Source: an optimization exercise on an open RTL-to-GDS flow (aim: small area and a short achievable clock period). Production flows keep margins and buffers that such runs may drop.
Where RTL was checked, it was by simulation tests only, not by an equivalence proof against the original.
The RTL of run 5 was laid out without a check of its function.

==> flow/design.v <==
`default_nettype none
package enigmaPkg;
    typedef logic [8-1:0] asciiChar;
    typedef logic [26-1:0] letterOneHot;
    typedef logic [5-1:0] rotorPos;
endpackage
`default_nettype wire
`timescale 1ns/1ps
`default_nettype none
module enigmaMachine (
    input  logic                load,
    input  logic                reset,
    input  logic                keyValid,
    input  logic                setPositions,
    input  enigmaPkg::asciiChar keyChar,
    input  enigmaPkg::rotorPos  startPosition1,
    input  enigmaPkg::rotorPos  startPosition2,
    input  enigmaPkg::rotorPos  startPosition3,
    output logic                outValid,
    output enigmaPkg::asciiChar outChar
);
    function automatic logic [4:0] lutPlugIn(input logic [4:0] v);
        case (v)
            5'd0: lutPlugIn = 5'd14;
            5'd1: lutPlugIn = 5'd14;
            5'd2: lutPlugIn = 5'd18;
            5'd3: lutPlugIn = 5'd22;
            5'd4: lutPlugIn = 5'd12;
            5'd5: lutPlugIn = 5'd0;
            5'd6: lutPlugIn = 5'd7;
            5'd7: lutPlugIn = 5'd11;
            5'd8: lutPlugIn = 5'd5;
            5'd9: lutPlugIn = 5'd17;
            5'd10: lutPlugIn = 5'd25;
            5'd11: lutPlugIn = 5'd3;
            5'd12: lutPlugIn = 5'd8;
            5'd13: lutPlugIn = 5'd4;
            5'd14: lutPlugIn = 5'd20;
            5'd15: lutPlugIn = 5'd24;
            5'd16: lutPlugIn = 5'd13;
            5'd17: lutPlugIn = 5'd15;
            5'd18: lutPlugIn = 5'd21;
            5'd19: lutPlugIn = 5'd10;
            5'd20: lutPlugIn = 5'd23;
            5'd21: lutPlugIn = 5'd9;
            5'd22: lutPlugIn = 5'd16;
            5'd23: lutPlugIn = 5'd1;
            5'd24: lutPlugIn = 5'd6;
            5'd25: lutPlugIn = 5'd2;
            5'd26: lutPlugIn = 5'd19;
            5'd27: lutPlugIn = 5'd19;
            5'd28: lutPlugIn = 5'd6;
            5'd29: lutPlugIn = 5'd2;
            5'd30: lutPlugIn = 5'd19;
            5'd31: lutPlugIn = 5'd19;
            default: lutPlugIn = 5'd0;
        endcase
    endfunction
    function automatic logic [4:0] lutR1Inv(input logic [4:0] v);
        case (v)
            5'd0: lutR1Inv = 5'd8;
            5'd1: lutR1Inv = 5'd5;
            5'd2: lutR1Inv = 5'd2;
            5'd3: lutR1Inv = 5'd25;
            5'd4: lutR1Inv = 5'd11;
            5'd5: lutR1Inv = 5'd24;
            5'd6: lutR1Inv = 5'd21;
            5'd7: lutR1Inv = 5'd1;
            5'd8: lutR1Inv = 5'd10;
            5'd9: lutR1Inv = 5'd7;
            5'd10: lutR1Inv = 5'd19;
            5'd11: lutR1Inv = 5'd17;
            5'd12: lutR1Inv = 5'd14;
            5'd13: lutR1Inv = 5'd18;
            5'd14: lutR1Inv = 5'd15;
            5'd15: lutR1Inv = 5'd0;
            5'd16: lutR1Inv = 5'd9;
            5'd17: lutR1Inv = 5'd4;
            5'd18: lutR1Inv = 5'd12;
            5'd19: lutR1Inv = 5'd20;
            5'd20: lutR1Inv = 5'd13;
            5'd21: lutR1Inv = 5'd16;
            5'd22: lutR1Inv = 5'd22;
            5'd23: lutR1Inv = 5'd6;
            5'd24: lutR1Inv = 5'd3;
            5'd25: lutR1Inv = 5'd23;
            5'd26: lutR1Inv = 5'd3;
            5'd27: lutR1Inv = 5'd23;
            5'd28: lutR1Inv = 5'd3;
            5'd29: lutR1Inv = 5'd23;
            5'd30: lutR1Inv = 5'd3;
            5'd31: lutR1Inv = 5'd23;
            default: lutR1Inv = 5'd0;
        endcase
    endfunction
    function automatic logic [4:0] lutR2Inv(input logic [4:0] v);
        case (v)
            5'd0: lutR2Inv = 5'd19;
            5'd1: lutR2Inv = 5'd13;
            5'd2: lutR2Inv = 5'd2;
            5'd3: lutR2Inv = 5'd20;
            5'd4: lutR2Inv = 5'd16;
            5'd5: lutR2Inv = 5'd10;
            5'd6: lutR2Inv = 5'd21;
            5'd7: lutR2Inv = 5'd14;
            5'd8: lutR2Inv = 5'd3;
            5'd9: lutR2Inv = 5'd11;
            5'd10: lutR2Inv = 5'd9;
            5'd11: lutR2Inv = 5'd15;
            5'd12: lutR2Inv = 5'd7;
            5'd13: lutR2Inv = 5'd0;
            5'd14: lutR2Inv = 5'd23;
            5'd15: lutR2Inv = 5'd4;
            5'd16: lutR2Inv = 5'd12;
            5'd17: lutR2Inv = 5'd18;
            5'd18: lutR2Inv = 5'd5;
            5'd19: lutR2Inv = 5'd1;
            5'd20: lutR2Inv = 5'd17;
            5'd21: lutR2Inv = 5'd25;
            5'd22: lutR2Inv = 5'd6;
            5'd23: lutR2Inv = 5'd22;
            5'd24: lutR2Inv = 5'd8;
            5'd25: lutR2Inv = 5'd24;
            5'd26: lutR2Inv = 5'd8;
            5'd27: lutR2Inv = 5'd24;
            5'd28: lutR2Inv = 5'd8;
            5'd29: lutR2Inv = 5'd24;
            5'd30: lutR2Inv = 5'd8;
            5'd31: lutR2Inv = 5'd24;
            default: lutR2Inv = 5'd0;
        endcase
    endfunction
    function automatic logic [4:0] lutR3Inv(input logic [4:0] v);
        case (v)
            5'd0: lutR3Inv = 5'd3;
            5'd1: lutR3Inv = 5'd1;
            5'd2: lutR3Inv = 5'd22;
            5'd3: lutR3Inv = 5'd7;
            5'd4: lutR3Inv = 5'd11;
            5'd5: lutR3Inv = 5'd8;
            5'd6: lutR3Inv = 5'd16;
            5'd7: lutR3Inv = 5'd15;
            5'd8: lutR3Inv = 5'd19;
            5'd9: lutR3Inv = 5'd18;
            5'd10: lutR3Inv = 5'd12;
            5'd11: lutR3Inv = 5'd23;
            5'd12: lutR3Inv = 5'd4;
            5'd13: lutR3Inv = 5'd0;
            5'd14: lutR3Inv = 5'd20;
            5'd15: lutR3Inv = 5'd5;
            5'd16: lutR3Inv = 5'd9;
            5'd17: lutR3Inv = 5'd24;
            5'd18: lutR3Inv = 5'd14;
            5'd19: lutR3Inv = 5'd13;
            5'd20: lutR3Inv = 5'd21;
            5'd21: lutR3Inv = 5'd10;
            5'd22: lutR3Inv = 5'd6;
            5'd23: lutR3Inv = 5'd17;
            5'd24: lutR3Inv = 5'd25;
            5'd25: lutR3Inv = 5'd2;
            5'd26: lutR3Inv = 5'd25;
            5'd27: lutR3Inv = 5'd2;
            5'd28: lutR3Inv = 5'd25;
            5'd29: lutR3Inv = 5'd2;
            5'd30: lutR3Inv = 5'd25;
            5'd31: lutR3Inv = 5'd2;
            default: lutR3Inv = 5'd0;
        endcase
    endfunction
    function automatic logic [4:0] lutRefl(input logic [4:0] v);
        case (v)
            5'd0: lutRefl = 5'd22;
            5'd1: lutRefl = 5'd20;
            5'd2: lutRefl = 5'd24;
            5'd3: lutRefl = 5'd9;
            5'd4: lutRefl = 5'd14;
            5'd5: lutRefl = 5'd16;
            5'd6: lutRefl = 5'd8;
            5'd7: lutRefl = 5'd15;
            5'd8: lutRefl = 5'd6;
            5'd9: lutRefl = 5'd3;
            5'd10: lutRefl = 5'd11;
            5'd11: lutRefl = 5'd10;
            5'd12: lutRefl = 5'd23;
            5'd13: lutRefl = 5'd25;
            5'd14: lutRefl = 5'd4;
            5'd15: lutRefl = 5'd7;
            5'd16: lutRefl = 5'd5;
            5'd17: lutRefl = 5'd18;
            5'd18: lutRefl = 5'd17;
            5'd19: lutRefl = 5'd21;
            5'd20: lutRefl = 5'd1;
            5'd21: lutRefl = 5'd19;
            5'd22: lutRefl = 5'd0;
            5'd23: lutRefl = 5'd12;
            5'd24: lutRefl = 5'd2;
            5'd25: lutRefl = 5'd13;
            5'd26: lutRefl = 5'd2;
            5'd27: lutRefl = 5'd13;
            5'd28: lutRefl = 5'd2;
            5'd29: lutRefl = 5'd13;
            5'd30: lutRefl = 5'd2;
            5'd31: lutRefl = 5'd13;
            default: lutRefl = 5'd0;
        endcase
    endfunction
    function automatic logic [4:0] lutR3(input logic [4:0] v);
        case (v)
            5'd0: lutR3 = 5'd13;
            5'd1: lutR3 = 5'd1;
            5'd2: lutR3 = 5'd25;
            5'd3: lutR3 = 5'd0;
            5'd4: lutR3 = 5'd12;
            5'd5: lutR3 = 5'd15;
            5'd6: lutR3 = 5'd22;
            5'd7: lutR3 = 5'd3;
            5'd8: lutR3 = 5'd5;
            5'd9: lutR3 = 5'd16;
            5'd10: lutR3 = 5'd21;
            5'd11: lutR3 = 5'd4;
            5'd12: lutR3 = 5'd10;
            5'd13: lutR3 = 5'd19;
            5'd14: lutR3 = 5'd18;
            5'd15: lutR3 = 5'd7;
            5'd16: lutR3 = 5'd6;
            5'd17: lutR3 = 5'd23;
            5'd18: lutR3 = 5'd9;
            5'd19: lutR3 = 5'd8;
            5'd20: lutR3 = 5'd14;
            5'd21: lutR3 = 5'd20;
            5'd22: lutR3 = 5'd2;
            5'd23: lutR3 = 5'd11;
            5'd24: lutR3 = 5'd17;
            5'd25: lutR3 = 5'd24;
            5'd26: lutR3 = 5'd17;
            5'd27: lutR3 = 5'd24;
            5'd28: lutR3 = 5'd17;
            5'd29: lutR3 = 5'd24;
            5'd30: lutR3 = 5'd17;
            5'd31: lutR3 = 5'd24;
            default: lutR3 = 5'd0;
        endcase
    endfunction
    function automatic logic [4:0] lutR2(input logic [4:0] v);
        case (v)
            5'd0: lutR2 = 5'd13;
            5'd1: lutR2 = 5'd19;
            5'd2: lutR2 = 5'd2;
            5'd3: lutR2 = 5'd8;
            5'd4: lutR2 = 5'd15;
            5'd5: lutR2 = 5'd18;
            5'd6: lutR2 = 5'd22;
            5'd7: lutR2 = 5'd12;
            5'd8: lutR2 = 5'd24;
            5'd9: lutR2 = 5'd10;
            5'd10: lutR2 = 5'd5;
            5'd11: lutR2 = 5'd9;
            5'd12: lutR2 = 5'd16;
            5'd13: lutR2 = 5'd1;
            5'd14: lutR2 = 5'd7;
            5'd15: lutR2 = 5'd11;
            5'd16: lutR2 = 5'd4;
            5'd17: lutR2 = 5'd20;
            5'd18: lutR2 = 5'd17;
            5'd19: lutR2 = 5'd0;
            5'd20: lutR2 = 5'd3;
            5'd21: lutR2 = 5'd6;
            5'd22: lutR2 = 5'd23;
            5'd23: lutR2 = 5'd14;
            5'd24: lutR2 = 5'd25;
            5'd25: lutR2 = 5'd21;
            5'd26: lutR2 = 5'd25;
            5'd27: lutR2 = 5'd21;
            5'd28: lutR2 = 5'd25;
            5'd29: lutR2 = 5'd21;
            5'd30: lutR2 = 5'd25;
            5'd31: lutR2 = 5'd21;
            default: lutR2 = 5'd0;
        endcase
    endfunction
    function automatic logic [4:0] lutR1(input logic [4:0] v);
        case (v)
            5'd0: lutR1 = 5'd15;
            5'd1: lutR1 = 5'd7;
            5'd2: lutR1 = 5'd2;
            5'd3: lutR1 = 5'd24;
            5'd4: lutR1 = 5'd17;
            5'd5: lutR1 = 5'd1;
            5'd6: lutR1 = 5'd23;
            5'd7: lutR1 = 5'd9;
            5'd8: lutR1 = 5'd0;
            5'd9: lutR1 = 5'd16;
            5'd10: lutR1 = 5'd8;
            5'd11: lutR1 = 5'd4;
            5'd12: lutR1 = 5'd18;
            5'd13: lutR1 = 5'd20;
            5'd14: lutR1 = 5'd12;
            5'd15: lutR1 = 5'd14;
            5'd16: lutR1 = 5'd21;
            5'd17: lutR1 = 5'd11;
            5'd18: lutR1 = 5'd13;
            5'd19: lutR1 = 5'd10;
            5'd20: lutR1 = 5'd19;
            5'd21: lutR1 = 5'd6;
            5'd22: lutR1 = 5'd22;
            5'd23: lutR1 = 5'd25;
            5'd24: lutR1 = 5'd5;
            5'd25: lutR1 = 5'd3;
            5'd26: lutR1 = 5'd5;
            5'd27: lutR1 = 5'd3;
            5'd28: lutR1 = 5'd5;
            5'd29: lutR1 = 5'd3;
            5'd30: lutR1 = 5'd5;
            5'd31: lutR1 = 5'd3;
            default: lutR1 = 5'd0;
        endcase
    endfunction
    function automatic logic [4:0] lutPlugOut(input logic [4:0] v);
        case (v)
            5'd0: lutPlugOut = 5'd5;
            5'd1: lutPlugOut = 5'd23;
            5'd2: lutPlugOut = 5'd25;
            5'd3: lutPlugOut = 5'd11;
            5'd4: lutPlugOut = 5'd13;
            5'd5: lutPlugOut = 5'd8;
            5'd6: lutPlugOut = 5'd24;
            5'd7: lutPlugOut = 5'd6;
            5'd8: lutPlugOut = 5'd12;
            5'd9: lutPlugOut = 5'd21;
            5'd10: lutPlugOut = 5'd19;
            5'd11: lutPlugOut = 5'd7;
            5'd12: lutPlugOut = 5'd4;
            5'd13: lutPlugOut = 5'd16;
            5'd14: lutPlugOut = 5'd1;
            5'd15: lutPlugOut = 5'd17;
            5'd16: lutPlugOut = 5'd22;
            5'd17: lutPlugOut = 5'd9;
            5'd18: lutPlugOut = 5'd2;
            5'd19: lutPlugOut = 5'd26;
            5'd20: lutPlugOut = 5'd14;
            5'd21: lutPlugOut = 5'd18;
            5'd22: lutPlugOut = 5'd3;
            5'd23: lutPlugOut = 5'd20;
            5'd24: lutPlugOut = 5'd15;
            5'd25: lutPlugOut = 5'd10;
            5'd26: lutPlugOut = 5'd15;
            5'd27: lutPlugOut = 5'd10;
            5'd28: lutPlugOut = 5'd15;
            5'd29: lutPlugOut = 5'd10;
            5'd30: lutPlugOut = 5'd15;
            5'd31: lutPlugOut = 5'd10;
            default: lutPlugOut = 5'd0;
        endcase
    endfunction
    function automatic logic [4:0] addBits(input logic [3:0] a, input logic [3:0] b, input logic cin);
        logic c;
        c = cin;
        for (int i = 0; i < 4; i++) begin
            addBits[i] = a[i] ^ b[i] ^ c;
            c = (a[i] & b[i]) | (c & (a[i] ^ b[i]));
        end
        addBits[4] = c;
    endfunction
    function automatic logic [4:0] addOff(input logic [4:0] a, input logic [4:0] b);
        logic [4:0] s;
        logic [4:0] t;
        logic       ge;
        s = addBits(a[4:1], b[4:1], 1'b0);
        ge = s[4] | (s[3] & s[2] & (s[1] | s[0]));
        t = addBits(s[3:0], {2'b00, ge, ge}, 1'b0);
        addOff = {t[3:0], a[0] ^ b[0]};
    endfunction
    function automatic logic [4:0] subOff(input logic [4:0] a, input logic [4:0] b);
        logic [4:0] s;
        logic [4:0] t;
        s = addBits(a[4:1], ~b[4:1], 1'b1);
        t = addBits(s[3:0], {~s[4], ~s[4], 1'b0, ~s[4]}, 1'b0);
        subOff = {t[3:0], a[0] ^ b[0]};
    endfunction
    function automatic logic [4:0] sub26(input logic [4:0] a, input logic [4:0] b);
        logic [4:0] s;
        logic [4:0] t;
        s = addBits(a[4:1], ~b[4:1], 1'b1);
        t = addBits(s[3:0], 4'd13, 1'b0);
        sub26 = {s[4] ? s[3:0] : t[3:0], a[0] ^ b[0]};
    endfunction
    function automatic logic [4:0] neg26(input logic [4:0] b);
        neg26 = {4'(4'd13 - b[4:1]), b[0]};
    endfunction
    function automatic logic [4:0] wrap26(input logic [4:0] p);
        case (p)
            5'd0: wrap26 = 5'd0;
            5'd1: wrap26 = 5'd3;
            5'd2: wrap26 = 5'd4;
            5'd3: wrap26 = 5'd7;
            5'd4: wrap26 = 5'd8;
            5'd5: wrap26 = 5'd11;
            5'd6: wrap26 = 5'd12;
            5'd7: wrap26 = 5'd15;
            5'd8: wrap26 = 5'd16;
            5'd9: wrap26 = 5'd19;
            5'd10: wrap26 = 5'd20;
            5'd11: wrap26 = 5'd23;
            5'd12: wrap26 = 5'd24;
            5'd13: wrap26 = 5'd1;
            5'd14: wrap26 = 5'd2;
            5'd15: wrap26 = 5'd5;
            5'd16: wrap26 = 5'd6;
            5'd17: wrap26 = 5'd9;
            5'd18: wrap26 = 5'd10;
            5'd19: wrap26 = 5'd13;
            5'd20: wrap26 = 5'd14;
            5'd21: wrap26 = 5'd17;
            5'd22: wrap26 = 5'd18;
            5'd23: wrap26 = 5'd21;
            5'd24: wrap26 = 5'd22;
            5'd25: wrap26 = 5'd25;
            5'd26: wrap26 = 5'd0;
            5'd27: wrap26 = 5'd3;
            5'd28: wrap26 = 5'd4;
            5'd29: wrap26 = 5'd7;
            5'd30: wrap26 = 5'd8;
            5'd31: wrap26 = 5'd11;
            default: wrap26 = 5'd0;
        endcase
    endfunction
    function automatic logic [4:0] dec26(input logic [4:0] p);
        dec26 = {(p[4:1] == 4'd0) ? 4'd12 : 4'(p[4:1] - 4'd1), ~p[0]};
    endfunction
    function automatic logic [4:0] inc26(input logic [4:0] p);
        inc26 = {(p[4:1] == 4'd12) ? 4'd0 : 4'(p[4:1] + 4'd1), ~p[0]};
    endfunction
    localparam logic [4:0] LAST = 5'b11001;
    logic [4:0] p1, p2, p3;
    logic [4:0] d12, d23;
    logic       isLetter;
    logic       keyAccepted;
    logic       step1, carry1, carry2;
    assign isLetter    = (keyChar[7:5] == 3'b010) && (keyChar[4:0] != 5'd0) && (keyChar[4:0] <= 5'd26);
    assign keyAccepted = keyValid && !setPositions;
    assign step1       = keyAccepted && isLetter;
    assign carry1      = step1 && (p1 == LAST);
    assign carry2      = carry1 && (p2 == LAST);
    assign d12 = sub26(p1, p2);
    assign d23 = sub26(p2, p3);
    logic [4:0] s0, s1, s2, s3, s4, s5, s6, s7;
    logic [4:0] cipherIdx;
    logic [7:0] held;
    logic       heldLetter;
    logic [4:0] heldOff4;
    logic       p1Zero, p2Zero;
    logic [4:0] p1Old, d12Old, d23Old, p3Old;
    assign p1Zero = (p1 == 5'd0);
    assign p2Zero = (p2 == 5'd0);
    assign p1Old  = dec26(p1);
    assign d12Old = p1Zero ? d12 : dec26(d12);
    assign d23Old = (p1Zero && !p2Zero) ? dec26(d23) : d23;
    assign p3Old  = (p1Zero && p2Zero) ? dec26(p3) : p3;
    assign s0 = subOff(lutPlugIn(keyChar[4:0]), p1);
    assign s1 = addOff(lutR1Inv(s0), d12);
    assign s2 = addOff(lutR2Inv(s1), d23);
    assign s3 = addOff(lutR3Inv(s2), p3);
    always_ff @(posedge load) begin
        if (reset) begin
            outValid   <= 1'b0;
            held       <= '0;
            heldLetter <= 1'b0;
        end else begin
            outValid <= keyAccepted;
            if (keyAccepted) begin
                held       <= isLetter ? {3'b000, lutRefl(s3)} : keyChar;
                heldLetter <= isLetter;
            end else if (setPositions && heldLetter) begin
                held       <= outChar;
                heldLetter <= 1'b0;
            end
        end
    end
    always_ff @(posedge load) begin
        if (step1) begin
            heldOff4 <= p3;
        end
    end
    assign s4 = subOff(held[4:0], heldOff4);
    assign s5 = subOff(lutR3(s4), d23Old);
    assign s6 = subOff(lutR2(s5), d12Old);
    assign s7 = addOff(lutR1(s6), p1Old);
    assign cipherIdx = lutPlugOut(s7);
    assign outChar = heldLetter ? {3'b010, cipherIdx} : held;
    always_ff @(posedge load) begin
        if (reset) begin
            p1 <= '0;
            p2 <= '0;
            p3 <= '0;
        end else if (setPositions) begin
            p1 <= wrap26(startPosition1);
            p2 <= wrap26(startPosition2);
            p3 <= wrap26(startPosition3);
        end else begin
            if (step1)  p1 <= inc26(p1);
            if (carry1) p2 <= inc26(p2);
            if (carry2) p3 <= inc26(p3);
        end
    end
endmodule
`default_nettype wire
==> flow/flow/run.sh <==
#!/bin/bash
# Standard layout with these changes:
#  * synthesis: no ADDER_MAP_FILE, so Yosys extracts no half/full adder cells and ABC can
#    restructure the modulo-26 adders;
#  * synthesis: ABC maps with flow/abc_area_resyn.script (the ORFS area script preceded by
#    two rounds of AIG rewriting, with a 6000 ps delay target for mapping and sizing);
#  * placement: every port still gets its buffer, but as buf_2 (BUFFER_PORTS_ARGS) rather
#    than the slow delay-cell buffer the default choice ends up with.
# The synthesis script is synth_recipe.tcl with ORFS's synth.tcl inlined and only
# its abc call changed, so registers are mapped and named exactly as in the
# standard synthesis.  Each tool's log stays under orfs/logs; make's output is
# in make.log.
set -euo pipefail
here=$(pwd)
abc_script=$here/flow/abc_area_resyn.script
{
  head -n 1 synth_recipe.tcl
  sed "s|log_cmd abc {\*}\$abc_args|log_cmd abc -script $abc_script {*}[lrange \$abc_args 2 end]|" \
      "$FLOW_HOME/scripts/synth.tcl"
  tail -n +3 synth_recipe.tcl
} > synth_custom.tcl
grep -q "abc -script $abc_script" synth_custom.tcl
bash standard.sh BUFFER_PORTS_ARGS="-buffer_cell sky130_fd_sc_hd__buf_2" ADDER_MAP_FILE= SYNTH_SCRIPT="$here/synth_custom.tcl" finish > make.log 2>&1
==> flow/flow/abc_area_resyn.script <==
strash
balance; rewrite; refactor; balance; rewrite; rewrite -z; balance; refactor -z; rewrite -z; balance
balance; rewrite; refactor; balance; rewrite; rewrite -z; balance; refactor -z; rewrite -z; balance
dch
map -B 0.9 -D 6000
topo
stime -c
buffer -c
upsize -c -D 6000
dnsize -c -D 6000
==> flow/standard.sh <==
#!/bin/bash
# synth_recipe.tcl (not shown) runs the flow's synth.tcl, then flattens the netlist and writes it again
# the make line also repeats each setting of config.mk as NAME=value (left out here)
make -C /OpenROAD-flow-scripts/flow DESIGN_CONFIG=/design/flow/config.mk WORK_HOME=/design/flow/orfs CLKGATE_MAP_FILE= SYNTH_SCRIPT=/design/flow/synth_recipe.tcl "${@:-finish}"
==> flow/config.mk <==
export PLATFORM = sky130hd
export DESIGN_NAME = enigmaMachine
export DESIGN_NICKNAME = enigmaMachine
export VERILOG_FILES = /design/flow/design.v
export SDC_FILE = /design/flow/constraint.sdc
export NUM_CORES = 4
export LEC_CHECK = 0
export ABC_AREA = 1
export CAP_MARGIN = 20
export CORE_MARGIN = 2
export CORE_UTILIZATION = 20
export SLEW_MARGIN = 20
==> flow/constraint.sdc <==
create_clock -name core_clock -period 30.0 [get_ports {load}]
set_input_delay 6.0000 -clock core_clock [delete_from_list [all_inputs] [get_ports {load}]]
set_output_delay 6.0000 -clock core_clock [all_outputs]
set_load 0.01 [all_outputs]
==> flow_summary.json, run 1 <==
{
  "post-route-period-util_pct": 44.2,
  "dp_hpwl_mm": 14.6,
  "critPathBufInv": 6,
  "htreeDepth": 2,
  "finalClockSkew_ns": 0.00561,
  "num_rows": 63,
  "diodes": 0,
  "netlist_instances": 1225,
  "drv_cap": 0,
  "synth_warnings": 1,
  "hold_class": "reg2reg",
  "rsz0062_at_grt": "no",
  "synthDistinctLibCells": 49,
  "globalplace.congestion": 0.923,
  "cts.hold.buffers_added": 0,
  "whs_endpoint": "held[7]",
  "die_h_um": 178,
  "start_util_pct": 20.3,
  "ctsLongestPathBuffers": 2,
  "cp_max_fo": 9,
  "clk_pin_slew_ns": 0.05,
  "seqCellArea_um2": 651,
  "synth_nets": 1252,
  "layout_common_cells": "nand2_1 (468), inv_1 (187), nand3_1 (168), nor2_1 (83), a21oi_1 (60)",
  "ant_nets": 0,
  "ys_async_sr_fraction_pct": 0,
  "hold_depth": 1,
  "cts_setup_buffers": 0,
  "worstSetupPathType": "reg2out",
  "final_common_cell": "nand2_1",
  "grt_start_max_net_pins": 17,
  "setup_viol": 0,
  "synth_edf_count": 5,
  "die_width_um": 178,
  "fin_util_pct": 22.9,
  "status": "complete, no violations",
  "hold_ws_ns": 0.504,
  "drc_errors": 0,
  "cts_made_buffers": 5,
  "firstDrtPassIters": 7,
  "relSlewSlack_pct": 47.3,
  "multi_input_area_um2": 4640,
  "final.min_clock_period_ns": 13.25,
  "cts_resized": 0,
  "hold_start": "held[7]",
  "grt_remaining_overflow": 0,
  "cp_common_cell": "nand2_1",
  "cts.sinks": 30,
  "ys.flop_type": "dfxtp_1",
  "yosysSeqAreaShare_pct": 10.8,
  "routedWlPerCell_um": 10.6,
  "avgSynthCellArea_um2": 4.94,
  "finalMaxSlewViolations": 0,
  "nets": 1283,
  "drt-total-wl_mm": 17.5,
  "grt_pass1_wl_mm": 29.8,
  "grt_use_total_pct": 11.0,
  "tritoncts": "yes",
  "first_global_vias": 6765,
  "viasPerCell": 4.70,
  "r2r_slack_ns": 22.82,
  "reg2reg_depth": 53,
  "max_stage_delay_ns": 0.37,
  "syn-cell-area_um2": 6050,
  "tightest_slew_ns": 0.788,
  "finalSetupTns_ns": 0,
  "fmax_mhz": 75.5,
  "port_buffers": 35,
  "core_um2": 29700,
  "crit_family": "simple AND/OR/NAND/NOR gates",
  "timing.rr.end": "held[1]",
  "hold_viol_final": 0,
  "num_vias": 7737,
  "fillers": 3336,
  "rr_startpoint": "p1[1]",
  "cp_slowest_cell": "xor2_1",
  "drive_gt1_share_pct": 5.09,
  "drtIter0Drc": 625,
  "fp.dieArea_um2": 31600,
  "syn2layout_area_growth_pct": 12.6,
  "ys_seq_elements": 30,
  "ios": 36,
  "crit_path_end_kind": "output port",
  "startpoint_type": "register",
  "arrival_ns": 7.25,
  "cp.required_ns": 24.00,
  "clock_latency_ns": 0.28,
  "antenna_found_initial": 0,
  "cts-root-buf": "clkbuf_16"
}
[worst max path at each step]
stage          cells past startpoint          to  slack, ns        start
6_report                          57  outChar[0]      16.75      held[1]
5_1_grt                           58  outChar[2]      15.53      held[2]
4_1_cts                           56  outChar[1]      16.87  heldOff4[1]
3_5_place_dp                      60     held[0]      16.77   keyChar[0]
3_3_place_gp                      58     held[2]      16.66   keyChar[2]
2_1_floorplan                     49  outChar[4]      18.16  heldOff4[1]
[layer usage]
metal,vias up,GRT usage (%),routed length [um]
li1,4069,-,-
met1,3384,15.3,8160
met2,267,18.9,8050
met3,17,0.985,1170
met4,0,1.64,156
met5,-,0,0
[worst reg2reg max path, delay by kind of cell (launching register included)]
family                 cells  cell delay (ns)
AND/OR/NAND/NOR           40             4.47
AO/OA/AOI/OAI              8             1.44
buffers and inverters      5             0.71
flip-flops                 1             0.49
[state kept, by name (all words and copies together) (netlist names)]
| register | flops |
|---|---|
| heldLetter | 1 |
| p1 | 5 |
| p3 | 5 |
| heldOff4 | 5 |
| outValid | 1 |
| p2 | 5 |
| held | 8 |
[layout make-up]
cell class / count / share of cell area (%)
inverters: 190 / 10.5
flip-flops and latches: 30 / 9.55
multi-input cells: 994 / 68.1
repair buffers: 35 / 2.57
well taps: 390 / 7.16
clock buffers: 7 / 2.09
clock inverters: 1 / 0.0735
[synthesized netlist by cell type, drive strengths merged, types with 5 or more instances]
cell / instances / area [um2]
dfxtp: 25 / 500
edfxtp: 5 / 150
xnor2: 7 / 61.3
inv: 190 / 713
o211ai: 12 / 90.1
clkbuf: 8 / 31.3
nand3b: 6 / 45.0
nand2: 479 / 1830
nor3: 9 / 45.0
a21oi: 61 / 309
nand3: 169 / 851
o21ai: 73 / 369
xor2: 21 / 191
a31oi: 11 / 68.8
nand4: 14 / 87.6
nor2: 84 / 318
a211oi: 7 / 52.6
[cell families (layout without fill, tap and decap cells)]
group                     after synthesis  in the layout  synth area share, %
buffers and inverters                 201            233                 12.6
and+or+nand+nor                       768            768                 53.2
DFF                                    30             30                 10.8
AOI/OAI and AO/OA                     198            198                 19.3
xor gates and xnor gates               28             28                 4.18
[metrics by stage]
| stage | setup WS, ns | instance area, um2 | cells |
|---|---|---|---|
| finish | 16.75 | 6810 | 1647 |
| global route | 15.53 | 6810 | 1647 |
| CTS | 16.87 | 6810 | 1647 |
| detailed placement | 16.77 | 6660 | 1639 |
| global placement | 16.66 | 6660 | 1639 |
| floorplan | 18.16 | 6050 | 1225 |
==> inputs of run 2 (changes only) <==
--- a/flow/config.mk
+++ b/flow/config.mk
@@ -9,4 +9,5 @@
 export CAP_MARGIN = 20
 export CORE_MARGIN = 2
 export CORE_UTILIZATION = 20
+export CTS_BUF_LIST = sky130_fd_sc_hd__clkbuf_4 sky130_fd_sc_hd__clkbuf_8
 export SLEW_MARGIN = 20
==> flow_summary.json, run 2 <==
{
  "status": "complete, no violations",
  "critPathBufInv": 4,
  "setup_viol": 0,
  "antenna_found_initial": 0,
  "cts.sinks": 30,
  "clock_latency_ns": 0.28,
  "cp.required_ns": 24.00,
  "crit_family": "simple AND/OR/NAND/NOR gates",
  "diodes": 0,
  "fp.dieArea_um2": 31600,
  "relSlewSlack_pct": 49.9,
  "num_rows": 63,
  "yosysTopAreaCell": "nand2_1",
  "ys_async_sr_fraction_pct": 0,
  "cts.hold.buffers_added": 0,
  "first_global_vias": 6755,
  "ctsLongestPathBuffers": 2,
  "fmax_mhz": 75.5,
  "arrival_ns": 7.24,
  "routedWlPerCell_um": 10.6,
  "r2r_slack_ns": 22.81,
  "start_util_pct": 20.3,
  "netlist_instances": 1225,
  "grt_start_max_net_pins": 17,
  "cp_max_fo": 10,
  "largest-register": "held",
  "tightest_slew_ns": 0.748,
  "yosysSeqAreaShare_pct": 10.8,
  "die_width_um": 178,
  "drtIter0Drc": 614,
  "hold_viol_final": 0,
  "synth_warnings": 1,
  "synth_common_cells": "nand2_1 (468), inv_1 (187), nand3_1 (168)",
  "tritoncts": "yes",
  "avgSynthCellArea_um2": 4.94,
  "synthDistinctLibCells": 49,
  "grt_remaining_overflow": 0,
  "drive_gt1_share_pct": 5.17,
  "startpoint_type": "register",
  "firstDrtPassIters": 5,
  "drt-total-wl_mm": 17.5,
  "cp_slowest_cell": "xor2_1",
  "synthTopCellsByArea": "nand2_1 (29%), nand3_1 (14%), inv_1 (12%), dfxtp_1 (8.3%), nor2_1 (5.2%)",
  "crit_start": "held[1]",
  "htreeDepth": 2,
  "final_common_cell": "nand2_1",
  "synth_edf_count": 5,
  "nets": 1283,
  "cts_resized": 0,
  "ios": 36,
  "ant_nets": 0,
  "worstSetupPathType": "reg2out",
  "layout_common_cells": "nand2_1 (468), inv_1 (187), nand3_1 (168), nor2_1 (83), a21oi_1 (60)",
  "grt_pass1_wl_mm": 29.7,
  "rsz0062_at_grt": "no",
  "hold_class": "reg2reg",
  "reg2reg_depth": 53,
  "max_stage_delay_ns": 0.37,
  "largest_reg_flops": 8,
  "timing.rr.end": "held[1]",
  "cts_setup_buffers": 0,
  "cp-endpoint": "outChar[0]",
  "finalClockSkew_ns": 0.00773,
  "post-route-period-util_pct": 44.1,
  "hold_ws_ns": 0.504,
  "synth_top_area_share_pct": 29.1,
  "finalSetupTns_ns": 0,
  "ys.flop_type": "dfxtp_1",
  "dp_hpwl_mm": 14.6,
  "rr_startpoint": "p1[1]",
  "cts-root-buf": "clkbuf_8",
  "num_vias": 7725,
  "drc_errors": 0,
  "grt_use_total_pct": 11.0,
  "cts_made_buffers": 5,
  "fin_util_pct": 22.7,
  "globalplace.congestion": 0.923,
  "drv_cap": 0,
  "die_h_um": 178,
  "viasPerCell": 4.69,
  "finalMaxSlewViolations": 0,
  "cp.depth": 55,
  "yosysMostFrequentCell": "nand2_1",
  "ys_seq_elements": 30,
  "port_buffers": 35,
  "core_um2": 29700,
  "syn-cell-area_um2": 6050,
  "clk_pin_slew_ns": 0.06,
  "cp_common_cell": "nand2_1",
  "syn2layout_area_growth_pct": 11.8,
  "final.min_clock_period_ns": 13.24,
  "crit_path_end_kind": "output port",
  "synth_nets": 1252
}
[run 2: cell counts after synthesis]
No cell type changed its count.
[run 2: worst reg2reg max path: cells and delay by family (launching register included)]
| family | cells | cell delay [ns] |
|---|---|---|
| AND/OR/NAND/NOR | 40 | 4.46 |
| AO/OA/AOI/OAI | 8 | 1.47 |
| flip-flops | 1 | 0.48 |
| buffers and inverters | 5 | 0.70 |
[run 2: layer usage]
layer / vias to the layer above / global-route usage (%) / part of all wire [%]
met2: 239 / 18.8 / 46
met4: 0 / 1.54 / 0.76
met1: 3412 / 15.2 / 48
met5: - / 0 / 0
met3: 14 / 0.921 / 5.5
li1: 4060 / - / -
[run 2: per-stage QoR]
| stage | cells | cell area [um2] | worst slack, ns |
|---|---|---|---|
| after floorplan | 1225 | 6050 | 18.16 |
| after global placement | 1639 | 6660 | 16.66 |
| after detailed placement | 1639 | 6660 | 16.77 |
| after CTS | 1647 | 6760 | 16.86 |
| after global routing | 1647 | 6760 | 15.52 |
| final | 1647 | 6760 | 16.76 |
[run 2: how the worst min path moves through the flow]
stage             from       to  slack, ns  depth (start not counted)
5_1_grt        held[5]  held[5]       0.54                          1
2_1_floorplan  held[5]  held[5]       0.48                          1
3_5_place_dp   held[5]  held[5]       0.49                          1
6_report       held[5]  held[5]       0.50                          1
4_1_cts        held[5]  held[5]       0.51                          1
3_3_place_gp   held[7]  held[7]       0.49                          1
[run 2: cell type report]
| cell class | count | area [um2] |
|---|---|---|
| fillers | 3343 | 23000 |
| clock inverters | 1 | 5.00 |
| flip-flops and latches | 30 | 651 |
| inverters | 190 | 713 |
| well taps | 390 | 488 |
| multi-input cells | 994 | 4640 |
| repair buffers | 35 | 175 |
| clock buffers | 7 | 90.1 |
[run 2: kinds of logic after synthesis]
| group | synth area share (%) |
|---|---|
| compound gates | 19.3 |
| xor+xnor | 4.18 |
| buf+inv | 12.6 |
| flops | 10.8 |
| simple gates | 53.2 |
==> inputs of run 3 (changes only) <==
--- a/flow/config.mk
+++ b/flow/config.mk
@@ -10,4 +10,5 @@
 export CORE_MARGIN = 2
 export CORE_UTILIZATION = 20
 export CTS_BUF_LIST = sky130_fd_sc_hd__clkbuf_4 sky130_fd_sc_hd__clkbuf_8
+export PLACE_DENSITY = 0.85
 export SLEW_MARGIN = 20
==> flow_summary.json, run 3 <==
{
  "drc_errors": 0,
  "ctsLongestPathBuffers": 2,
  "tritoncts": "yes",
  "hold_viol_final": 0,
  "cts_resized": 0,
  "finalClockSkew_ns": 0.0178,
  "globalplace.congestion": 0.978,
  "tightest_slew_ns": 0.767,
  "yosysSeqAreaShare_pct": 10.8,
  "finalMaxSlewViolations": 0,
  "ys_seq_elements": 30,
  "cp_max_fo": 9,
  "diodes": 0,
  "worstSetupPathType": "reg2out",
  "grt_start_max_net_pins": 17,
  "ios": 36,
  "htreeDepth": 2,
  "antenna_found_initial": 0,
  "num_vias": 7771,
  "yosysMostFrequentCell": "nand2_1",
  "netlist_instances": 1225,
  "synthTopCellsByArea": "nand2_1 (29%), nand3_1 (14%), inv_1 (12%), dfxtp_1 (8.3%), nor2_1 (5.2%)",
  "cts_made_buffers": 5,
  "core_um2": 29700,
  "cp_slowest_cell": "edfxtp_1",
  "synthDistinctLibCells": 49,
  "layout_common_cells": "nand2_1 (468), inv_1 (187), nand3_1 (168), nor2_1 (83), a21oi_1 (60)",
  "crit_path_end_kind": "output port",
  "relSlewSlack_pct": 48.2,
  "die_h_um": 178,
  "ant_nets": 0,
  "cts_setup_buffers": 0,
  "grt_use_total_pct": 10.8,
  "grt_remaining_overflow": 0,
  "ys.flop_type": "dfxtp_1",
  "cp_common_cell": "nand2_1",
  "first_global_vias": 6722,
  "syn-cell-area_um2": 6050,
  "hold_ws_ns": 0.512,
  "hold_class": "reg2reg",
  "syn2layout_area_growth_pct": 11.9,
  "largest_reg_flops": 8,
  "dpl_cell_area_um2": 6670,
  "dp_hpwl_mm": 14.2,
  "routedWlPerCell_um": 10.4,
  "nets": 1284,
  "clock_latency_ns": 0.30,
  "largest-register": "held",
  "cts.hold.buffers_added": 0,
  "fmax_mhz": 75.8,
  "setup_viol": 0,
  "firstDrtPassIters": 8,
  "post-route-period-util_pct": 44.0,
  "final_common_cell": "nand2_1",
  "start_util_pct": 20.3,
  "rsz0062_at_grt": "no",
  "drive_gt1_share_pct": 5.25,
  "startpoint_type": "register",
  "max_stage_delay_ns": 0.40,
  "ys_async_sr_fraction_pct": 0,
  "yosysTopAreaCell": "nand2_1",
  "status": "complete, no violations",
  "arrival_ns": 7.19,
  "drtIter0Drc": 691,
  "synth_top_area_share_pct": 29.1,
  "num_rows": 63,
  "final.min_clock_period_ns": 13.19,
  "avgSynthCellArea_um2": 4.94,
  "cts-root-buf": "clkbuf_8",
  "fin_area_um2": 6770,
  "port_buffers": 35,
  "die_width_um": 178,
  "synth_nets": 1252,
  "cts.sinks": 30,
  "grt_pass1_wl_mm": 29.1,
  "viasPerCell": 4.72,
  "clk_pin_slew_ns": 0.07,
  "fp.dieArea_um2": 31600,
  "finalSetupTns_ns": 0,
  "drv_cap": 0,
  "synth_common_cells": "nand2_1 (468), inv_1 (187), nand3_1 (168)",
  "drt-total-wl_mm": 17.2,
  "cp.required_ns": 24.00,
  "synth_edf_count": 5,
  "synth_warnings": 1
}
run 3: cell types whose count changed in the layout (fill, tap and decap cells not counted), sizes merged:
cell / before / now
buf: 35 / 36
run 3: cell families after synthesis:
group                     share of synthesized area, %
AOI/OAI and AO/OA                                 19.3
xor gates and xnor gates                          4.18
buffers and inverters                             12.6
DFF                                               10.8
and+or+nand+nor                                   53.2
run 3: final cells by class:
type	instances	area, um2
Clock buffer	7	90.1
Timing Repair Buffer	36	183
Inverter	190	713
Clock inverter	1	5.00
Multi-Input combinational cell	994	4640
Sequential cell	30	651
Tap cell	390	488
Fill cell	3351	23000
run 3: per-layer routing:
layer | vias up | part of all wire (%) | global-route usage, %
li1 | 4055 | - | -
met1 | 3397 | 45 | 13.6
met2 | 283 | 46 | 18.8
met3 | 36 | 5.7 | 0.900
met4 | 0 | 3.3 | 4.13
met5 | - | 0 | 0
run 3: stage by stage:
step | setup WS, ns | utilization, % | std cells
2_1_floorplan | 18.16 | - | 1225
3_3_place_gp | 16.96 | 22.4 | 1640
3_5_place_dp | 16.91 | 22.4 | 1640
4_1_cts | 16.88 | 22.8 | 1648
5_1_grt | 15.60 | 22.8 | 1648
6_report | 16.81 | 22.8 | 1648
run 3: path summary, 6_finish.rpt:
kind | start | end | slack (ns) | depth (start not counted)
max | heldOff4[2] | outChar[2] | 16.81 | 58
min | held[5] | held[5] | 0.51 | 1
max reg2reg | p1[3] | held[0] | 22.88 | 56
min reg2reg | held[5] | held[5] | 0.51 | 1
run 3: worst max-delay path, delay by kind of cell (launching register included):
family	cells	cell delay (ns)
compound gates	4	0.56
xor+xnor	1	0.35
buf+inv	6	0.67
flops	1	0.40
simple gates	47	4.92
==> inputs of run 4 (changes only) <==
--- a/flow/flow/run.sh
+++ b/flow/flow/run.sh
@@ -3,7 +3,7 @@
 #  * synthesis: no ADDER_MAP_FILE, so Yosys extracts no half/full adder cells and ABC can
 #    restructure the modulo-26 adders;
 #  * synthesis: ABC maps with flow/abc_area_resyn.script (the ORFS area script preceded by
-#    two rounds of AIG rewriting, with a 6000 ps delay target for mapping and sizing);
+#    three rounds of AIG rewriting, with a 6000 ps delay target for mapping and sizing);
 #  * placement: every port still gets its buffer, but as buf_2 (BUFFER_PORTS_ARGS) rather
 #    than the slow delay-cell buffer the default choice ends up with.
 # The synthesis script is synth_recipe.tcl with ORFS's synth.tcl inlined and only
==> flow/flow/abc_area_resyn.script (replaced) <==
strash
balance; rewrite; refactor; balance; rewrite; rewrite -z; balance; refactor -z; rewrite -z; balance
balance; rewrite; refactor; balance; rewrite; rewrite -z; balance; refactor -z; rewrite -z; balance
balance; rewrite; refactor; balance; rewrite; rewrite -z; balance; refactor -z; rewrite -z; balance
dch
map -B 0.9 -D 6000
topo
stime -c
buffer -c
upsize -c -D 6000
dnsize -c -D 6000
--- a/flow/config.mk
+++ b/flow/config.mk
@@ -10,5 +10,4 @@
 export CORE_MARGIN = 2
 export CORE_UTILIZATION = 20
 export CTS_BUF_LIST = sky130_fd_sc_hd__clkbuf_4 sky130_fd_sc_hd__clkbuf_8
-export PLACE_DENSITY = 0.85
 export SLEW_MARGIN = 20
==> flow_summary.json, run 4 <==
{
  "hold_depth": 2,
  "cp_common_cell": "nand2_1",
  "globalplace.congestion": 0.954,
  "tritoncts": "yes",
  "ys_async_sr_fraction_pct": 0,
  "finalMaxSlewViolations": 0,
  "clock_latency_ns": 0.30,
  "port_buffers": 35,
  "hold_viol_final": 0,
  "drc_errors": 0,
  "ys.flop_type": "dfxtp_1",
  "num_vias": 7671,
  "final.min_clock_period_ns": 13.40,
  "start_util_pct": 20.4,
  "tightest_slew_ns": 0.733,
  "status": "complete, no violations",
  "synth_edf_count": 5,
  "grt_start_max_net_pins": 18,
  "post-route-period-util_pct": 44.7,
  "drt-total-wl_mm": 17.6,
  "yosysTopAreaCell": "nand2_1",
  "finalClockSkew_ns": 0.00908,
  "synth_nets": 1252,
  "hold_start": "held[7]",
  "cts_made_buffers": 5,
  "arrival_ns": 7.40,
  "ios": 36,
  "worstSetupPathType": "reg2out",
  "synth_top_area_share_pct": 28.6,
  "cp_slowest_cell": "edfxtp_1",
  "cp_max_fo": 10,
  "cts_resized": 0,
  "startpoint_type": "register",
  "drive_gt1_share_pct": 6.11,
  "r2r_slack_ns": 22.89,
  "hold_class": "reg2reg",
  "relSlewSlack_pct": 50.9,
  "final_common_cell": "nand2_1",
  "cts.sinks": 30,
  "diodes": 0,
  "grt_pass1_wl_mm": 29.3,
  "clk_pin_slew_ns": 0.06,
  "routedWlPerCell_um": 10.7,
  "finalSetupTns_ns": 0,
  "syn-cell-area_um2": 6060,
  "viasPerCell": 4.65,
  "layout_common_cells": "nand2_1 (462), inv_1 (195), nand3_1 (158), nor2_1 (86), a21oi_1 (62)",
  "synth_warnings": 1,
  "rr_startpoint": "heldOff4[2]",
  "ant_nets": 0,
  "reg2reg_depth": 57,
  "rsz0062_at_grt": "no",
  "num_rows": 63,
  "largest_reg_flops": 8,
  "max_stage_delay_ns": 0.42,
  "antenna_found_initial": 0,
  "crit_path_end_kind": "output port",
  "die_width_um": 178,
  "final_cell_count_no_fill": 1650,
  "grt_use_total_pct": 10.9,
  "dp_hpwl_mm": 14.7,
  "nets": 1286,
  "synth_common_cells": "nand2_1 (462), inv_1 (195), nand3_1 (158)",
  "cts_setup_buffers": 0,
  "core_um2": 29700,
  "drtIter0Drc": 671,
  "avgSynthCellArea_um2": 4.94,
  "firstDrtPassIters": 6,
  "die_h_um": 178,
  "dp_cells": 1642,
  "synthDistinctLibCells": 47,
  "fmax_mhz": 74.6,
  "netlist_instances": 1225,
  "cts.hold.buffers_added": 0,
  "synthTopCellsByArea": "nand2_1 (29%), nand3_1 (13%), inv_1 (12%), dfxtp_1 (8.3%), nor2_1 (5.3%)",
  "drv_cap": 0,
  "yosysMostFrequentCell": "nand2_1",
  "grt_remaining_overflow": 0,
  "htreeDepth": 2,
  "syn2layout_area_growth_pct": 12.0,
  "whs_endpoint": "held[7]",
  "fp.dieArea_um2": 31700,
  "yosysSeqAreaShare_pct": 10.7,
  "largest-register": "held",
  "ctsLongestPathBuffers": 2,
  "cp.required_ns": 24.00,
  "timing.rr.end": "held[4]",
  "first_global_vias": 6763,
  "setup_viol": 0,
  "cts-root-buf": "clkbuf_8",
  "ys_seq_elements": 30
}
-- run 4: cell count changes in the layout (fill, tap and decap cells not counted), moves of 3 or more --
cell	before	now
inv_2	3	6
o21ai_0	59	56
xor2_1	20	24
a32o_1	4	1
a31oi_1	11	14
inv_1	187	195
nand3_1	168	158
nand2_1	468	462
nor2_1	83	86
or2_2	2	6
-- run 4: how the worst max path moves through the flow --
stage | from | end | cells past startpoint
floorplan | heldOff4[1] | outChar[0] | 56
global placement | heldOff4[2] | outChar[4] | 56
detailed placement | heldOff4[2] | outChar[4] | 56
CTS | heldOff4[2] | outChar[4] | 56
global route | p2[1] | outChar[4] | 57
finish | heldOff4[2] | outChar[4] | 56
-- run 4: critical path, delay by kind of cell, from the launching register on --
family	cells	cell delay, ns
DFF	1	0.42
and+or+nand+nor	42	4.65
xor gates and xnor gates	1	0.34
AOI/OAI and AO/OA	6	1.00
buffers and inverters	7	0.71
-- run 4: metrics by stage --
stage,hold slack (ns),utilization (%),cell area [um2],setup WS (ns)
finish,0.494,22.8,6780,16.60
global route,0.528,22.8,6780,15.53
CTS,0.501,22.8,6780,16.62
detailed placement,0.491,22.5,6690,16.94
global placement,0.482,22.5,6690,17.10
floorplan,0.460,-,6060,18.12
-- run 4: area by class of cell --
| type | count | area (um2) |
|---|---|---|
| Tap cell | 390 | 488 |
| Fill cell | 3369 | 22900 |
| Sequential cell | 30 | 651 |
| Clock inverter | 2 | 11.3 |
| Timing Repair Buffer | 35 | 175 |
| Clock buffer | 6 | 82.6 |
| Multi-Input combinational cell | 986 | 4620 |
| Inverter | 201 | 754 |
-- run 4: routing by layer --
metal	wire length (um)	GRT usage, %	vias to the layer above
met5	0	0	-
met1	8070	14.5	3363
met4	205	2.12	0
li1	-	-	4035
met2	8300	19.2	249
met3	1050	0.980	24
-- run 4: cell families (layout without fill, tap and decap cells) --
logic type	count (synthesis)	count (layout)	synth area share, %
AND/OR/NAND/NOR	757	757	52.4
flip-flops	30	30	10.7
buffers and inverters	209	244	13.0
XOR/XNOR	31	31	4.61
AO/OA/AOI/OAI	198	198	19.3
==> inputs of run 5 (changes only) <==
--- a/flow/design.v
+++ b/flow/design.v
@@ -468,7 +468,7 @@
         end else begin
             outValid <= keyAccepted;
             if (keyAccepted) begin
-                held       <= isLetter ? {3'b000, lutRefl(s3)} : keyChar;
+                held       <= {keyChar[7:5], isLetter ? lutRefl(s3) : keyChar[4:0]};
                 heldLetter <= isLetter;
             end else if (setPositions && heldLetter) begin
                 held       <= outChar;
@@ -486,7 +486,7 @@
     assign s6 = subOff(lutR2(s5), d12Old);
     assign s7 = addOff(lutR1(s6), p1Old);
     assign cipherIdx = lutPlugOut(s7);
-    assign outChar = heldLetter ? {3'b010, cipherIdx} : held;
+    assign outChar = {held[7:5], heldLetter ? cipherIdx : held[4:0]};
     always_ff @(posedge load) begin
         if (reset) begin
             p1 <= '0;
--- a/flow/flow/run.sh
+++ b/flow/flow/run.sh
@@ -3,7 +3,7 @@
 #  * synthesis: no ADDER_MAP_FILE, so Yosys extracts no half/full adder cells and ABC can
 #    restructure the modulo-26 adders;
 #  * synthesis: ABC maps with flow/abc_area_resyn.script (the ORFS area script preceded by
-#    three rounds of AIG rewriting, with a 6000 ps delay target for mapping and sizing);
+#    two rounds of AIG rewriting, with a 6000 ps delay target for mapping and sizing);
 #  * placement: every port still gets its buffer, but as buf_2 (BUFFER_PORTS_ARGS) rather
 #    than the slow delay-cell buffer the default choice ends up with.
 # The synthesis script is synth_recipe.tcl with ORFS's synth.tcl inlined and only
==> flow/flow/abc_area_resyn.script (replaced) <==
strash
balance; rewrite; refactor; balance; rewrite; rewrite -z; balance; refactor -z; rewrite -z; balance
balance; rewrite; refactor; balance; rewrite; rewrite -z; balance; refactor -z; rewrite -z; balance
dch
map -B 0.9 -D 6000
topo
stime -c
buffer -c
upsize -c -D 6000
dnsize -c -D 6000
--- a/flow/config.mk
+++ b/flow/config.mk
@@ -9,5 +9,4 @@
 export CAP_MARGIN = 20
 export CORE_MARGIN = 2
 export CORE_UTILIZATION = 20
-export CTS_BUF_LIST = sky130_fd_sc_hd__clkbuf_4 sky130_fd_sc_hd__clkbuf_8
 export SLEW_MARGIN = 20
==> flow_summary.json, run 5 <==
{
  "status": "complete, no violations",
  "diodes": 0,
  "die_h_um": 178,
  "final_common_cell": "nand2_1",
  "cts.sinks": 30,
  "grt_remaining_overflow": 0,
  "syn2layout_area_growth_pct": 12.3,
  "critPathBufInv": 8,
  "cp.required_ns": 24.00,
  "arrival_ns": 7.65,
  "finalClockSkew_ns": 0.00748,
  "synth_common_cells": "nand2_1 (473), inv_1 (179), nand3_1 (154)",
  "grt_start_max_net_pins": 20,
  "cts-root-buf": "clkbuf_16",
  "hold_viol_final": 0,
  "cts.hold.buffers_added": 0,
  "viasPerCell": 4.63,
  "grt_pass1_wl_mm": 29.7,
  "largest-register": "held",
  "crit_path_end_kind": "output port",
  "start_util_pct": 20.4,
  "cp_slowest_cell": "edfxtp_1",
  "tightest_slew_ns": 0.719,
  "clk_pin_slew_ns": 0.05,
  "cts_resized": 0,
  "hold_class": "reg2reg",
  "netlist_instances": 1215,
  "multi_input_area_um2": 4670,
  "tritoncts": "yes",
  "clock_latency_ns": 0.28,
  "post-route-period-util_pct": 45.5,
  "largest_reg_flops": 8,
  "die_width_um": 178,
  "synthTopCellsByArea": "nand2_1 (29%), nand3_1 (13%), inv_1 (11%), dfxtp_1 (8.3%), o21ai_0 (5.6%)",
  "cp_common_cell": "nand2_1",
  "max_stage_delay_ns": 0.44,
  "firstDrtPassIters": 5,
  "globalplace.congestion": 0.940,
  "synth_edf_count": 5,
  "fillers": 3433,
  "ys_seq_elements": 30,
  "dp_cells": 1630,
  "first_global_vias": 6700,
  "drtIter0Drc": 536,
  "antenna_found_initial": 0,
  "rsz0062_at_grt": "no",
  "nets": 1274,
  "ys.flop_type": "dfxtp_1",
  "seqCellArea_um2": 651,
  "fmax_mhz": 73.3,
  "htreeDepth": 2,
  "synth_nets": 1242,
  "grt_use_total_pct": 11.1,
  "worstSetupPathType": "reg2out",
  "yosysTopAreaCell": "nand2_1",
  "dp_hpwl_mm": 14.9,
  "avgSynthCellArea_um2": 4.99,
  "ys_async_sr_fraction_pct": 0,
  "drv_cap": 0,
  "cts_setup_buffers": 0,
  "routedWlPerCell_um": 10.8,
  "num_vias": 7585,
  "cts_made_buffers": 5,
  "drc_errors": 0,
  "finalSetupTns_ns": 0,
  "synthDistinctLibCells": 47,
  "synth_top_area_share_pct": 29.3,
  "core_um2": 29700,
  "drt-total-wl_mm": 17.7,
  "pre_cts_slack_ns": 16.72,
  "startpoint_type": "register",
  "drive_gt1_share_pct": 6.17,
  "ctsLongestPathBuffers": 2,
  "worst_slack_ns": 16.35,
  "cp_max_fo": 9,
  "yosysSeqAreaShare_pct": 10.7,
  "port_buffers": 35,
  "synth_warnings": 1,
  "num_rows": 63,
  "layout_common_cells": "nand2_1 (473), inv_1 (179), nand3_1 (154), nor2_1 (87), o21ai_0 (68)",
  "yosysMostFrequentCell": "nand2_1",
  "fp.dieArea_um2": 31700,
  "syn-cell-area_um2": 6060,
  "crit_family": "simple AND/OR/NAND/NOR gates",
  "ant_nets": 0,
  "finalMaxSlewViolations": 0,
  "hold_ws_ns": 0.512,
  "final.min_clock_period_ns": 13.65,
  "relSlewSlack_pct": 51.9,
  "setup_viol": 0,
  "ios": 36,
  "final_cell_count_no_fill": 1638
}
==> run 5: cell count changes after synthesis, moves of 3 or more <==
cell / before / now
nand3b_1: 4 / 9
a21boi_0: 1 / 4
xor2_1: 24 / 21
o211ai_1: 12 / 17
nand2_1: 462 / 473
buf_4: 0 / 4
inv_1: 195 / 179
nand3_1: 158 / 154
nor3_1: 9 / 5
a21oi_1: 62 / 48
o21ai_0: 56 / 68
o21ai_1: 11 / 2
==> run 5: area by class of cell <==
cell class	count	area share, %
multi-input cells	991	68.6
inverters	184	10.1
flip-flops and latches	30	9.55
well taps	390	7.16
repair buffers	35	2.57
clock buffers	6	1.89
clock inverters	2	0.129
==> run 5: per-layer routing <==
layer	GRT usage, %	vias up	wire, um
met3	1.04	20	1100
met1	15.2	3315	8340
met4	2.08	0	248
met2	18.8	221	8060
li1	-	4029	-
met5	0	-	0
==> run 5: kinds of logic after synthesis <==
family / synth area share, %
XOR/XNOR: 4.46
flip-flops: 10.7
buffers and inverters: 12.3
AO/OA/AOI/OAI: 19.4
AND/OR/NAND/NOR: 53.1
==> run 5: path summary, 6_finish.rpt <==
path / start / to / slack [ns] / cells past startpoint
worst max register to register: heldOff4[2] / held[1] / 22.75 / 57
worst min-delay path: held[7] / held[7] / 0.51 / 2
worst max-delay path: heldOff4[2] / outChar[1] / 16.35 / 61
worst min register to register: held[7] / held[7] / 0.51 / 2
==> run 5: worst register-to-register path: cells and delay by family, from the launching register on <==
family	cells	cell delay, ns
AND/OR/NAND/NOR	45	5.05
XOR/XNOR	1	0.37
AO/OA/AOI/OAI	6	0.68
flip-flops	1	0.44
buffers and inverters	5	0.58
==> run 5: per-stage QoR <==
stage	utilization (%)	instance area (um2)
after global placement	22.5	6670
after global routing	22.9	6810
final	22.9	6810
after floorplan	-	6060
after CTS	22.9	6810
after detailed placement	22.5	6670

separate check: timing with driven ports:
No port has a modelled driver above. Below, the same layouts with a new extraction and two added sets of constraints. Step 1 (the two cells are an assumption about what drives the block):
set clk [get_ports {load}]
set_driving_cell -lib_cell sky130_fd_sc_hd__clkbuf_16 $clk
set_driving_cell -lib_cell sky130_fd_sc_hd__buf_2 [delete_from_list [all_inputs] $clk]
Step 2 also shifts input and output timing later by t, the mid clock arrival at the registers, as if the neighbouring blocks saw the same clock. a / b / c = no drivers / after step 1 / after step 2; a / b = the first two.
| run | t, ns | setup slack, ns | clock arrival spread, ns | worst register clock-pin slew, ns | cell pins on the clock port's net |
|---|---|---|---|---|---|
| run 1 | 0.312 | 16.753 / 16.715 / 16.655 | 0.006 / 0.005 | 0.05 / 0.05 | 1 |
| run 2 | 0.313 | 16.760 / 16.726 / 16.634 | 0.008 / 0.008 | 0.07 / 0.07 | 1 |
| run 3 | 0.325 | 16.808 / 16.774 / 16.702 | 0.018 / 0.018 | 0.08 / 0.08 | 1 |
| run 4 | 0.324 | 16.595 / 16.565 / 16.888 | 0.009 / 0.009 | 0.07 / 0.07 | 1 |
| run 5 | 0.308 | 16.353 / 16.321 / 16.629 | 0.007 / 0.007 | 0.05 / 0.05 | 1 |
After both steps every run listed still meets setup and hold. The setup slack of run 2, which loses most, moves by -0.034 ns with the drivers and by -0.126 ns with both steps.
